This design comes from an exercise in tuning for small area and a short achievable clock period on the open sky130 flow, not from production work.
Only simulation tests tie the RTL to the original design; equivalence was not proved.
Power figures rest on the tool's default switching activity, not on a simulated workload.

[flow/constraint.sdc]
create_clock -name core_clock -period 5.5 [get_ports {aclk}]
set_input_delay 1.1000 -clock core_clock [delete_from_list [all_inputs] [get_ports {aclk}]]
set_output_delay 1.1000 -clock core_clock [all_outputs]
set_load 0.01 [all_outputs]
[flow/design.v]
package seg_pkg;
    localparam int ING_BEAT_W = 85;    
    localparam int CH_SEG_W   = 76;    
    localparam int ENT_W      = 82;    
    localparam int NSLOT      = 29;    
    function automatic logic [1:0] keep_to_mty(input logic [3:0] k);
        keep_to_mty = {~k[3] & ~k[2] & (k[1] | k[0]), ~k[3] & (k[2] | (~k[1] & k[0]))};
    endfunction
    function automatic logic [ENT_W-1:0] beat_to_ent(input logic [ING_BEAT_W-1:0] b);
        logic [63:0] data;
        logic [7:0]  keep;
        logic [1:0]  xid, sop, eop, alt, err;
        logic [2:0]  stid;
        {data, keep, xid, sop, eop, alt, stid, err} = b;
        beat_to_ent = {data[63:32], keep[4], sop[1], eop[1], err[1], keep_to_mty(keep[7:4]),
                       data[31:0],  keep[0], sop[0], eop[0], err[0], keep_to_mty(keep[3:0]),
                       xid, stid, (xid != alt)};
    endfunction
endpackage
module seg_fifo #(
    parameter int WIDTH = 82,
    parameter int NS    = 29,
    parameter int NSEL  = 2         
) (
    input  logic             aclk,
    input  logic [NS-1:0]    we,        
    input  logic [NS-1:0]    hold,      
    input  logic [WIDTH-1:0] wr_data,
    input  logic [NSEL-1:0][NS-1:0] rd_sel,    
    output logic [WIDTH-1:0] rd_data
);
    logic [NS-1:0][WIDTH-1:0] rd_part;
    for (genvar i = 0; i < NS; i++) begin : g_slot
        logic [WIDTH-1:0] q;
        always_ff @(posedge aclk) begin
            q <= ({WIDTH{we[i]}} & wr_data) | ({WIDTH{hold[i]}} & q);
        end
        for (genvar b = 0; b < WIDTH; b++) begin : g_bit
            assign rd_part[i][b] = rd_sel[b*NSEL/WIDTH][i] & q[b];
        end
    end
    always_comb begin
        rd_data = '0;
        for (int i = 0; i < NS; i++) rd_data = rd_data | rd_part[i];
    end
endmodule
module seg_channel #(
    parameter int NS   = seg_pkg::NSLOT,
    parameter int NSEL = 3
) (
    input  logic                          aclk,
    input  logic                          local_rstn,
    input  logic                          ing_valid,
    output logic                          ing_ready,
    input  logic [seg_pkg::ING_BEAT_W-1:0] ing_beat,
    input  logic                          pop,
    output logic                          ing_head_valid,
    output logic                          ing_level_ok,
    output logic                          egr_almost_full,
    output logic                          seg_valid,
    input  logic                          seg_ready,
    output logic [seg_pkg::CH_SEG_W-1:0]  seg_out,
    output logic [1:0]                    head_xfer_id,
    output logic                          head_alt_ne,
    output logic [2:0]                    head_seg_tid
);
    localparam int            W     = seg_pkg::ENT_W;
    localparam logic [NS-1:0] SLOT0 = {{(NS-1){1'b0}}, 1'b1};
    logic [4:0]    ing_cnt;       
    logic          ing_is15;      
    logic [4:0]    wptr;          
    logic [NS-1:0] we, hold;      
    logic          acc;
    logic [4:0]    ing_cnt_nx;
    logic [4:0]    wptr_nx;
    logic [NS-1:0] wsel_nx;       
    logic          ready_nx;
    logic          conv_vld;      
    logic [3:0]    egr_cnt;       
    logic [3:0]    egr_cnt_nx;
    logic [NSEL-1:0][NS-1:0] fsel;    
    logic [W-1:0]  hq, nq;        
    logic [W-1:0]  rd;
    logic          c_ge1, c_ge2, c_ge3;
    logic          rdy_take, idle_take, take;
    logic          h_from_rd;     
    logic [W-1:0]  h_other;
    assign acc        = ing_valid & ing_ready;
    assign ing_cnt_nx = ing_cnt + {4'd0, acc} - {4'd0, pop};
    assign wptr_nx    = !acc ? wptr : (wptr == 5'(NS - 1)) ? 5'd0 : wptr + 5'd1;
    always_comb begin
        for (int i = 0; i < NS; i++) wsel_nx[i] = (wptr_nx == 5'(i));
    end
    assign ready_nx   = pop | (ing_ready & ~(ing_is15 & acc));    
    always_ff @(posedge aclk) begin
        if (!local_rstn) begin
            ing_cnt        <= '0;
            ing_is15       <= 1'b0;
            ing_ready      <= 1'b1;
            ing_head_valid <= 1'b0;
            ing_level_ok   <= 1'b0;
            wptr           <= '0;
            we             <= SLOT0;
            hold           <= ~SLOT0;
        end else begin
            ing_cnt        <= ing_cnt_nx;
            ing_is15       <= (ing_cnt_nx == 5'd15);
            ing_ready      <= ready_nx;
            ing_head_valid <= (ing_cnt_nx != 5'd0);
            ing_level_ok   <= (ing_cnt >= 5'd4);
            wptr           <= wptr_nx;
            we             <= ready_nx ? wsel_nx : '0;
            hold           <= ready_nx ? ~wsel_nx : '1;
        end
    end
    seg_fifo #(
        .WIDTH (W),
        .NS    (NS),
        .NSEL  (NSEL)
    ) u_slots (
        .aclk    (aclk),
        .we      (we),
        .hold    (hold),
        .wr_data (seg_pkg::beat_to_ent(ing_beat)),
        .rd_sel  (fsel),
        .rd_data (rd)
    );
    assign c_ge1      = seg_valid;    
    assign egr_cnt_nx = egr_cnt + {3'd0, conv_vld} - {3'd0, seg_ready & c_ge1};
    assign rdy_take  = c_ge3 | conv_vld;
    assign idle_take = conv_vld & ~c_ge2;
    assign take      = seg_ready ? rdy_take : idle_take;
    assign h_from_rd = conv_vld & (seg_ready ? ~c_ge2 : ~c_ge1);
    assign h_other   = seg_ready ? (c_ge2 ? nq : '0) : hq;
    always_ff @(posedge aclk) begin
        if (!local_rstn) begin
            conv_vld        <= 1'b0;
            egr_cnt         <= '0;
            c_ge2           <= 1'b0;
            c_ge3           <= 1'b0;
            seg_valid       <= 1'b0;
            egr_almost_full <= 1'b0;
            fsel            <= {NSEL{SLOT0}};
            hq              <= '0;
        end else begin
            conv_vld        <= pop;
            egr_cnt         <= egr_cnt_nx;
            c_ge2           <= (egr_cnt_nx >= 4'd2);
            c_ge3           <= (egr_cnt_nx >= 4'd3);
            seg_valid       <= c_ge2 | conv_vld | (c_ge1 & ~seg_ready);
            egr_almost_full <= (egr_cnt >= 4'd12);
            for (int k = 0; k < NSEL; k++) begin
                fsel[k] <= take ? {fsel[k][NS-2:0], fsel[k][NS-1]} : fsel[k];
            end
            hq              <= h_from_rd ? rd : h_other;
        end
    end
    always_ff @(posedge aclk) begin
        nq <= (seg_ready | ~c_ge2) ? rd : nq;
    end
    assign seg_out      = hq[W-1:6];
    assign head_xfer_id = hq[5:4];
    assign head_seg_tid = hq[3:1];
    assign head_alt_ne  = hq[0];
endmodule
module drain_ctrl #(
    parameter int NUM_CH = 2
) (
    input  logic              aclk,
    input  logic              local_rstn,
    input  logic [NUM_CH-1:0] head_valid,
    input  logic [NUM_CH-1:0] level_ok,
    input  logic [NUM_CH-1:0] almost_full,
    output logic              pop
);
    logic align_rdy;    
    logic drain_en;     
    logic egr_room;
    always_ff @(posedge aclk) begin
        if (!local_rstn || head_valid == '0) begin
            align_rdy <= 1'b0;
            drain_en  <= 1'b0;
        end else begin
            if (&level_ok) align_rdy <= 1'b1;  
            drain_en <= align_rdy;
        end
    end
    always_ff @(posedge aclk) begin
        if (!local_rstn) begin
            egr_room <= 1'b0;
        end else begin
            egr_room <= ~(|almost_full);
        end
    end
    assign pop = drain_en & (&head_valid) & egr_room;
endmodule
module align_checker (
    input  logic       aclk,
    input  logic       local_rstn,
    input  logic [3:0] xfer_id,    
    input  logic [1:0] alt_ne,     
    input  logic [5:0] seg_tid,    
    output logic       err_alignment
);
    logic id_ne, tid_ne, alt_any;
    always_ff @(posedge aclk) begin
        if (!local_rstn) begin
            id_ne         <= 1'b0;
            tid_ne        <= 1'b0;
            alt_any       <= 1'b0;
            err_alignment <= 1'b0;
        end else begin
            id_ne         <= (xfer_id[1:0] != xfer_id[3:2]);
            tid_ne        <= (seg_tid[2:0] != seg_tid[5:3]);
            alt_any       <= |alt_ne;
            err_alignment <= id_ne | tid_ne | alt_any;
        end
    end
endmodule
module axis_to_seg_top (
    input  logic          aclk,
    input  logic          local_rstn,
    input  logic [1:0]    ing_valid,
    output logic [1:0]    ing_ready,
    input  logic [169:0]  ing_beat,    
    output logic [1:0]    seg_valid,
    input  logic [1:0]    seg_ready,
    output logic [151:0]  seg_out,     
    output logic [2:0]    seg_tid,
    output logic          err_alignment
);
    logic [1:0] head_valid, level_ok, almost_full, alt_ne;
    logic       pop;
    logic [3:0] head_xfer_id;
    logic [5:0] head_seg_tid;
    for (genvar ch = 0; ch < 2; ch++) begin : gen_ch
        seg_channel u_channel (
            .aclk            (aclk),
            .local_rstn      (local_rstn),
            .ing_valid       (ing_valid[ch]),
            .ing_ready       (ing_ready[ch]),
            .ing_beat        (ing_beat[ch*85 +: 85]),
            .pop             (pop),
            .ing_head_valid  (head_valid[ch]),
            .ing_level_ok    (level_ok[ch]),
            .egr_almost_full (almost_full[ch]),
            .seg_valid       (seg_valid[ch]),
            .seg_ready       (seg_ready[ch]),
            .seg_out         (seg_out[ch*76 +: 76]),
            .head_xfer_id    (head_xfer_id[ch*2 +: 2]),
            .head_alt_ne     (alt_ne[ch]),
            .head_seg_tid    (head_seg_tid[ch*3 +: 3])
        );
    end
    drain_ctrl u_drain (
        .aclk        (aclk),
        .local_rstn  (local_rstn),
        .head_valid  (head_valid),
        .level_ok    (level_ok),
        .almost_full (almost_full),
        .pop         (pop)
    );
    align_checker u_align (
        .aclk          (aclk),
        .local_rstn    (local_rstn),
        .xfer_id       (head_xfer_id),
        .alt_ne        (alt_ne),
        .seg_tid       (head_seg_tid),
        .err_alignment (err_alignment)
    );
    assign seg_tid = head_seg_tid[2:0];    
endmodule
[flow/run.sh]
#!/bin/bash
# synth_recipe.tcl (not shown) runs the flow's synth.tcl, then flattens the netlist and writes it again
# the make line also repeats each setting of config.mk as NAME=value (left out here)
make -C /OpenROAD-flow-scripts/flow DESIGN_CONFIG=/design/flow/config.mk WORK_HOME=/design/flow/orfs CLKGATE_MAP_FILE= SYNTH_SCRIPT=/design/flow/synth_recipe.tcl finish
[flow/config.mk]
export PLATFORM = sky130hd
export DESIGN_NAME = axis_to_seg_top
export DESIGN_NICKNAME = axis_to_seg_top
export VERILOG_FILES = /design/flow/design.v
export SDC_FILE = /design/flow/constraint.sdc
export NUM_CORES = 4
export LEC_CHECK = 0
export CAP_MARGIN = 20
export CORE_MARGIN = 2
export CORE_UTILIZATION = 70
export CTS_CLUSTER_DIAMETER = 70
export CTS_CLUSTER_SIZE = 25
export SETUP_SLACK_MARGIN = 3.1
export SLEW_MARGIN = 20
==> key figures, run 1 <==
Status
  – Status: timing/DRC/antenna clean

Clock tree
  – Sink Count: between 5000 and 6000
  – CTS H-tree depth: 4
  – TritonCTS clock tree: yes
  – CTS Hold Buffers Added: 0
  – Clk buf depth: 4
  – Reg clk slew, reported paths: 0.10 ns
  – Root Driver: clkbuf_16
  – Worst-Skew Late Latency: a little over 1 ns
  – CTS buffer count: about 240

Global route
  – Initial antenna violation count: 101
  – Vias in the first global route: roughly 160k
  – Tot GR Track Use: between 50% and 60%
  – Largest net degree at the start of global routing: ~110
  – GRT Residual Overflow: 0
  – First-pass GRT wire length: 1182000 µm

Critical path
  – Max FO, Critical Path: 2
  – CP max stage cell: dfxtp_4
  – Worst Setup Start Kind: flip-flop
  – Critical Path RT: roughly 4.4 ns
  – R2r setup slk: 2.92 ns
  – Highest cell delay on the worst timing path: 0.43 ns
  – Reg-to-Reg Start: gen_ch[0].u_channel.hold[2]$_SDFF_PN1_
  – CP endpoint: seg_out[43]
  – R2R depth: 2
  – WS Path Type: reg -> out
  – CP startpoint: gen_ch[0].u_channel.hq[49]$_SDFFE_PN0P_
  – CP Capture Type: output pin
  – CP Data Arrival Time: 1.61 ns
  – Reg2reg end: gen_ch[0].u_channel.u_slots.g_slot[2].q[69]$_DFF_P_
  – CP Depth: 1
  – Critical path, cell by cell: buf_6
  – Crit path buffers/inverters: 1
  – Worst path top cell family by delay: flip-flops

Drt
  – Vias/cell: slightly below 9
  – DRC: 0
  – Routed wire length: about 840000 µm
  – Routed wire per std cell: 43.45 µm
  – Antenna Violating Nets Remaining: 0
  – First DRT Iteration DRCs: 35640
  – First drt pass iteration count: 17
  – Total number of vias: between 150k and 200k

Floorplanning
  – Initial Util: around 70%
  – Chip Width: roughly 530 µm
  – Ports: between 300 and 400
  – Placeable Area: around 270000 µm²
  – FP Rows: ~190
  – Die Y: ~530 µm
  – Die area: between 200000 and 300000 µm²

Power
  – Part of the power in registers: about three fifths
  – Clk pwr share: between 20 and 30%
  – Design Power: approximately 0.074 W
  – Gate power share: 10.4%
  – Internal power: 0.05436 W
  – Sw Share: approximately a quarter
  – Max VDD drop: ~0.34 mV
  – Static Leak: 76.58 nW
  – NetSw: 0.01923 W
  – Pwr/cell area: ~360 nW/µm²

Finish
  – Fraction of layout cells with a size suffix above 1: under 10%
  – Fill count: 18170
  – Area grow syn2layout: 6.248%
  – Util after Layout: between 70% and 80%
  – Nets: around 16000

Timing
  – Slew headroom: approximately 6.6%
  – WHS: around 0.4 ns
  – Setup TNS: 0 ns
  – Final cycle utilization of the critical path: 49.25%
  – Fmax: about 370 MHz
  – Post-layout minimum cycle time: 2.709 ns
  – Slew @ Worst Pin: between 1 and 1.5 ns
  – Unrepaired setup endpoints after global routing: yes
  – Clock Skews: between 0.03 and 0.04 ns
  – Final setup viols: 0
  – Hold Vio Cnt, Final: 0
  – Max Slew Vio Count: 0

Synth
  – Synth Area in Simple Gates: under 10%
  – Compound-cell area share of the yosys netlist: between 30% and 40%
  – Xor/xnor share of the synthesized area: 0.1104%
  – Post-Syn Area: ~190000 µm²
  – EDFF count, synth: around 160
  – Main combinational cell family by area after synthesis: compound AO/OA/AOI/OAI gates
  – Ys async rst share: 0%
  – Main synth FF type: dfxtp_1
  – Post-Synth Adder-Cell Area: 0.2128%
  – Syn nets: between 15000 and 20000
  – Mux cell area share after synthesis: 0%
  – Seq/Total Area, Yosys: ~58%
  – Avg Cell Area, Syn: roughly 11 µm²
  – Synth unique cells: 54
  – YS warnings: 4
  – Syn Inst Count: between 15000 and 20000
  – Flops & latches, synth: 5426

Placed design
  – GPL Wtd Cong: about 0.94
  – Port-buffer cells: about 340
  – Hpwl dp: around 440000 µm

Min path
  – Hold Crit Start: gen_ch[0].u_channel.egr_almost_full$_SDFF_PN0_
  – Worst hold-check path type: reg -> reg

Job
  – Max-cap viol count: 0
==> layer usage <==
layer | track usage, % | wire (µm)
met1 | 68.85 | 259700
met2 | 79.16 | 323600
met3 | 25.83 | 159400
met4 | 51.62 | 101200
met5 | 0.5022 | 717
==> power groups by stage <==
stage / clock network (W) / logic, W / registers (W)
3_3_place_gp: 0 / 0.00664 / 0.0453
3_5_place_dp: 0 / 0.00691 / 0.0454
5_1_grt: 0.0220 / 0.00784 / 0.0450
6_report: 0.0211 / 0.00768 / 0.0448
2_1_floorplan: 0 / 0.00459 / 0.0448
4_1_cts: 0.0207 / 0.00715 / 0.0446
==> layout make-up <==
cell class / count / area, µm² / share of cell area, %
multi-input cells: 9133 / 72060 / 35.61
clock buffers: 310 / 6521 / 3.223
repair buffers: 851 / 7636 / 3.773
inverters: 56 / 225.2 / 0.1113
clock inverters: 13 / 150.1 / 0.07420
flip-flops and latches: 5426 / 111100 / 54.90
diodes: 79 / 197.7 / 0.09769
well taps: 3570 / 4467 / 2.207
==> logic make-up after synthesis <==
kind of cell	Yosys count
flip-flops	5426
adder cells (fa/ha/maj)	30
AND/OR/NAND/NOR	1458
buffers and inverters	2263
XOR/XNOR	24
AO/OA/AOI/OAI	7613
==> Yosys cell counts (all sizes together), types with 4 or more instances <==
| cell type | instances | area share (%) |
|---|---|---|
| a21o | 6 | 0.024 |
| a21oi | 191 | 0.50 |
| a221oi | 481 | 2.2 |
| a222oi | 164 | 0.86 |
| a22o | 5077 | 23 |
| a22oi | 1499 | 5.9 |
| a31oi | 4 | 0.013 |
| and2 | 21 | 0.069 |
| and3 | 8 | 0.026 |
| buf | 199 | 0.41 |
| clkbuf | 2008 | 4.0 |
| dfxtp | 5262 | 55 |
| edfxtp | 164 | 2.6 |
| fa | 4 | 0.042 |
| ha | 26 | 0.17 |
| inv | 56 | 0.11 |
| nand2 | 583 | 1.2 |
| nand2b | 10 | 0.034 |
| nand3 | 192 | 0.50 |
| nand4 | 336 | 1.1 |
| nor2 | 244 | 0.48 |
| nor2b | 4 | 0.013 |
| nor3 | 26 | 0.079 |
| o21ai | 12 | 0.032 |
| o2bb2ai | 160 | 0.74 |
| or2 | 8 | 0.026 |
| or3 | 14 | 0.046 |
| or4 | 4 | 0.016 |
| xnor2 | 16 | 0.074 |
| xor2 | 8 | 0.037 |
==> registers in the layout (all words and copies together) (netlist names), 8 cells and up <==
| signal | cells |
|---|---|
| gen_ch.u_channel.u_slots.g_slot.q | 4756 |
| gen_ch.u_channel.fsel | 174 |
| gen_ch.u_channel.hq | 164 |
| gen_ch.u_channel.nq | 164 |
| gen_ch.u_channel.hold | 58 |
| gen_ch.u_channel.we | 58 |
| gen_ch.u_channel.ing_cnt | 10 |
| gen_ch.u_channel.wptr | 10 |
| gen_ch.u_channel.egr_cnt | 8 |
==> cells in the final DEF, fill, tap and decap left out, types with 172 or more instances in the layout <==
master,instances
nand2_1,581
dfxtp_1,4922
a22oi_1,1497
a22o_1,5076
nand3_1,192
clkbuf_16,250
buf_4,476
dfxtp_2,175
buf_6,172
a221oi_1,479
a21oi_1,188
nor2_1,237
nand4_1,337
==> stage by stage <==
step | setup slack (ns) | std cells | instance area (µm²)
after floorplan | 2.733 | 16810 | 190700
final | 2.791 | 19440 | 202400
after global placement | 1.654 | 18920 | 193900
after global routing | 2.814 | 19400 | 202300
after CTS | 2.749 | 19310 | 201700
after detailed placement | 1.604 | 18920 | 194000
==> how the worst min path moves through the flow <==
stage                                        to  slack, ns  depth (start not counted)
detailed placement  u_drain.egr_room$_SDFF_PN0_       0.37                          1
floorplan           u_drain.egr_room$_SDFF_PN0_       0.37                          1
CTS                 u_drain.egr_room$_SDFF_PN0_       0.39                          1
finish              u_drain.egr_room$_SDFF_PN0_       0.39                          1
global route        u_drain.egr_room$_SDFF_PN0_       0.40                          1
global placement    u_drain.egr_room$_SDFF_PN0_       0.38                          1
==> timing repair <==
item,CTS,global route
cloned,6,2
setup buffers,60,37
setup endpoints to repair,645,523
resized for setup,1132,51
pin swaps,16,14
==> run 2: changes to the inputs <==
--- a/flow/config.mk
+++ b/flow/config.mk
@@ -9,5 +9,6 @@
 export CORE_MARGIN = 2
-export CORE_UTILIZATION = 70
+export CORE_UTILIZATION = 65
 export CTS_CLUSTER_DIAMETER = 70
 export CTS_CLUSTER_SIZE = 25
+export PLACE_DENSITY = 0.72
 export SETUP_SLACK_MARGIN = 3.1
==> key figures, run 2 <==
Status
  – Status: timing/DRC/antenna clean

Critical path
  – Crit path buffers/inverters: 1 (unchanged)
  – CP Capture Type: output pin
  – Max FO, Critical Path: 2 (unchanged)
  – Worst path top cell family by delay: flip-flops
  – Highest cell delay on the worst timing path: 0.42 ns (about the same)
  – Worst Setup Start Kind: flip-flop
  – Critical Path RT: 4.40 ns (about the same)
  – CP max stage cell: dfxtp_4
  – CP Data Arrival Time: 1.57 ns (-0.04 ns)
  – Critical path, cell by cell: buf_6
  – WS Path Type: reg -> out

Timing
  – WHS: 0.3953 ns (+0.004995 ns)
  – Max Slew Vio Count: 0 (unchanged)
  – Clock Skews: 0.05129 ns (+0.01165 ns)
  – Fmax: 374.1 MHz (+1.4%)
  – Setup TNS: 0 ns (unchanged)
  – Hold Vio Cnt, Final: 0 (unchanged)
  – Final cycle utilization of the critical path: 48.60% (-0.66 points)
  – Slew @ Worst Pin: 1.388 ns (-0.01354 ns)
  – Slew headroom: 7.493% (+0.90 points)
  – Final setup viols: 0 (unchanged)
  – Unrepaired setup endpoints after global routing: yes
  – Final worst slack: 2.827 ns (+0.03612 ns)
  – Post-layout minimum cycle time: 2.673 ns (-0.03612 ns)

Clock tree
  – CTS H-tree depth: 4 (unchanged)
  – Sink Count: 5426 (unchanged)
  – Reg clk slew, reported paths: 0.10 ns (about the same)
  – Clk buf depth: 4 (unchanged)
  – CTS buffer count: 243 (+0.41%)
  – Root Driver: clkbuf_16
  – TritonCTS clock tree: yes
  – Worst-Skew Late Latency: 1.03 ns (about the same)

Drt
  – First drt pass iteration count: 10 (-7)
  – Total number of vias: 168000 (-1.9%)
  – DRC: 0 (unchanged)
  – Routed wire length: 845200 µm (about the same)
  – Antenna Violating Nets Remaining: 0 (unchanged)
  – Routed wire per std cell: 42.75 µm (-1.6%)
  – First DRT Iteration DRCs: 32090 (-10%)
  – Vias/cell: 8.496 (-3.5%)

Placed design
  – Hpwl dp: 443500 µm (+1.9%)
  – GPL Wtd Cong: 0.9239 (-1.6%)
  – Area after DPL: 194500 µm² (+0.27%)
  – Dpl ws: 1.801 ns (+0.1976 ns)
  – Port-buffer cells: 335 (unchanged)

Global route
  – Largest net degree at the start of global routing: 116 (+8.4%)
  – Vias in the first global route: 159900 (-1.6%)
  – GRT Residual Overflow: 0 (unchanged)
  – Tot GR Track Use: 54.13% (-4.0 points)
  – Initial antenna violation count: 86 (-15%)
  – Met3 Use GR: 19.71% (-6.1 points)
  – Met2 usage: 76.40% (-2.8 points)
  – Most Crowded Layer GR: met2
  – GR met1 Demand/Resource: 66.65% (-2.2 points)
  – First-pass GRT wire length: 1189000 µm (+0.58%)

Synth
  – EDFF count, synth: 164 (unchanged)
  – Main synth FF type: dfxtp_1
  – Largest cells by area after synthesis: dfxtp_1, a22o_1, a22oi_1
  – Post-Syn Area: 190500 µm² (unchanged)
  – Ys async rst share: 0% (unchanged)
  – Flops & latches, synth: 5426 (unchanged)
  – Synth area leader: dfxtp_1
  – Synth unique cells: 54 (unchanged)
  – YS warnings: 4 (unchanged)
  – Synth top cells by count: dfxtp_1, a22o_1, clkbuf_1
  – Synth top area share: 55.31% (unchanged)
  – Syn nets: 17020 (unchanged)
  – Seq/Total Area, Yosys: 57.89% (unchanged)
  – Most frequent cell after synthesis: dfxtp_1
  – Avg Cell Area, Syn: 11.33 µm² (unchanged)
  – Syn Inst Count: 16810 (unchanged)

Floorplanning
  – Die area: 297400 µm² (+7.6%)
  – Ports: 336 (unchanged)
  – Die Y: 545.3 µm (+3.7%)
  – Initial Util: 65.37% (-5.0 points)
  – Placeable Area: 291300 µm² (+7.6%)
  – FP Rows: 198 (+3.7%)
  – Chip Width: 545.3 µm (+3.7%)

Finish
  – Area grow syn2layout: 6.470%
  – Cell area after layout: 202800 µm² (+0.21%)
  – Biggest regs: gen_ch.u_channel.u_slots.g_slot.q x4756, gen_ch.u_channel.fsel x174
  – Fraction of layout cells with a size suffix above 1: 9.176% (+0.33 points)
  – Commonest non-fill, non-tap cell in the layout: a22o_1
  – Max reg flops: 4756 (unchanged)
  – Util after Layout: 69.60% (-5.1 points)
  – Nets: 15910 (-0.019%)
  – Commonest cells after routing, fill and taps aside: a22o_1, dfxtp_1, a22oi_1
  – Reg with most FFs: gen_ch.u_channel.u_slots.g_slot.q

Power
  – Max VDD drop: 0.3513 mV (+2.3%)
  – Gate power share: 10.1% (-0.3 points)
  – Clk pwr share: 29.1% (+0.4 points)
  – NetSw: 0.01910 W (-0.64%)
  – Sw Share: 25.93% (-0.19 points)
  – Pwr/cell area: 363.2 nW/µm² (-0.11%)
  – Part of the power in registers: 60.8% (about the same)
  – Internal power: 0.05456 W (+0.36%)
  – Static Leak: 76.64 nW (about the same)

Min path
  – Worst hold-check path type: reg -> reg

Job
  – Max-cap viol count: 0 (unchanged)
run 2: final timing paths:
kind,start,to,slack [ns],cells after the start
max,gen_ch[1].u_channel.hq[6]$_SDFFE_PN0P_,seg_out[76],2.83,1
min,gen_ch[0].u_channel.egr_almost_full$_SDFF_PN0_,u_drain.egr_room$_SDFF_PN0_,0.40,1
max reg2reg,gen_ch[0].u_channel.we[6]$_SDFF_PN0_,gen_ch[0].u_channel.u_slots.g_slot[6].q[65]$_DFF_P_,2.91,2
min reg2reg,gen_ch[0].u_channel.egr_almost_full$_SDFF_PN0_,u_drain.egr_room$_SDFF_PN0_,0.40,1
run 2: what timing repair did:
item,CTS,global route
setup buffers,67,32
gates cloned,5,0
endpoints found under the setup margin,649,438
hold endpoints to repair,0,0
resized for setup,1114,52
hold buffers,0,0
pin swaps,23,10
run 2: logic make-up (layout without fill, tap and decap cells):
group / count (synthesis) / count (layout) / synth area share, %
AOI/OAI and AO/OA: 7613 / 7616 / 33.72
xor gates and xnor gates: 24 / 24 / 0.1104
adders and majority gates: 30 / 30 / 0.2128
buffers and inverters: 2263 / 1246 / 4.474
DFF: 5426 / 5426 / 57.89
other: 0 / 68 / 0
and+or+nand+nor: 1458 / 1460 / 3.585
run 2: power groups by stage:
stage	clock network [W]	logic, W	registers, W
6_report	0.0214	0.00747	0.0448
5_1_grt	0.0224	0.00772	0.0450
4_1_cts	0.0211	0.00710	0.0446
3_5_place_dp	0	0.00689	0.0454
3_3_place_gp	0	0.00662	0.0453
2_1_floorplan	0	0.00459	0.0448
run 2: per-stage QoR:
step	power [W]	std cells
floorplan	0.04934	16810
global placement	0.05192	19250
detailed placement	0.05230	19260
CTS	0.07279	19670
global route	0.07515	19740
finish	0.07366	19770
run 2: metal layers:
layer	share of wire (%)	up-vias
li1	-	63500
met1	33	80690
met2	40	18060
met3	17	5671
met4	10	54
met5	0.048	-
run 2: worst reg2reg max path: cells and delay by family, from the launching register on:
kind / cells / cell delay [ns]
AO/OA/AOI/OAI: 1 / 0.35
buffers and inverters: 1 / 1.06
flip-flops: 1 / 1.12
run 2: cell type report:
cell class	count	area, µm²
antenna	68	170.2
clock buffer	318	6583
clock inverter	22	265.3
fill	21170	88550
inverter	56	222.7
multi-input combinational	9130	72020
sequential	5426	111100
tap	3900	4880
timing repair buffer	850	7505

[what the ideal ports hide]
How much do the figures lean on ideal ports? The routed layouts below were timed once more, with nothing changed but the port constraints. Step 1, drivers: a clkbuf_16 drives aclk and a buf_2 each remaining input, both assumed. Step 2 moves the port delays by t, midway between the first and last clock arrival at a register: inputs arrive t later, outputs are due t later. That takes back most of the time a late clock gives input paths. Slacks: ideal / step 1 / step 2; pairs: ideal / step 1.
run | shift t [ns] | setup slack, ns | worst setup path after step 2 | latest minus earliest clock arrival (ns) | worst register clock-pin slew, ns
run 1 | 1.117 | 2.791 / 2.679 / 1.977 | input to register | 0.058 / 0.058 | 0.10 / 0.10
run 2 | 1.111 | 2.827 / 2.718 / 2.101 | input to register | 0.060 / 0.059 | 0.11 / 0.11
After both steps every run listed still meets setup and hold. For run 1, which loses most, drivers alone change the setup slack by -0.112 ns; drivers and shift together by -0.814 ns.
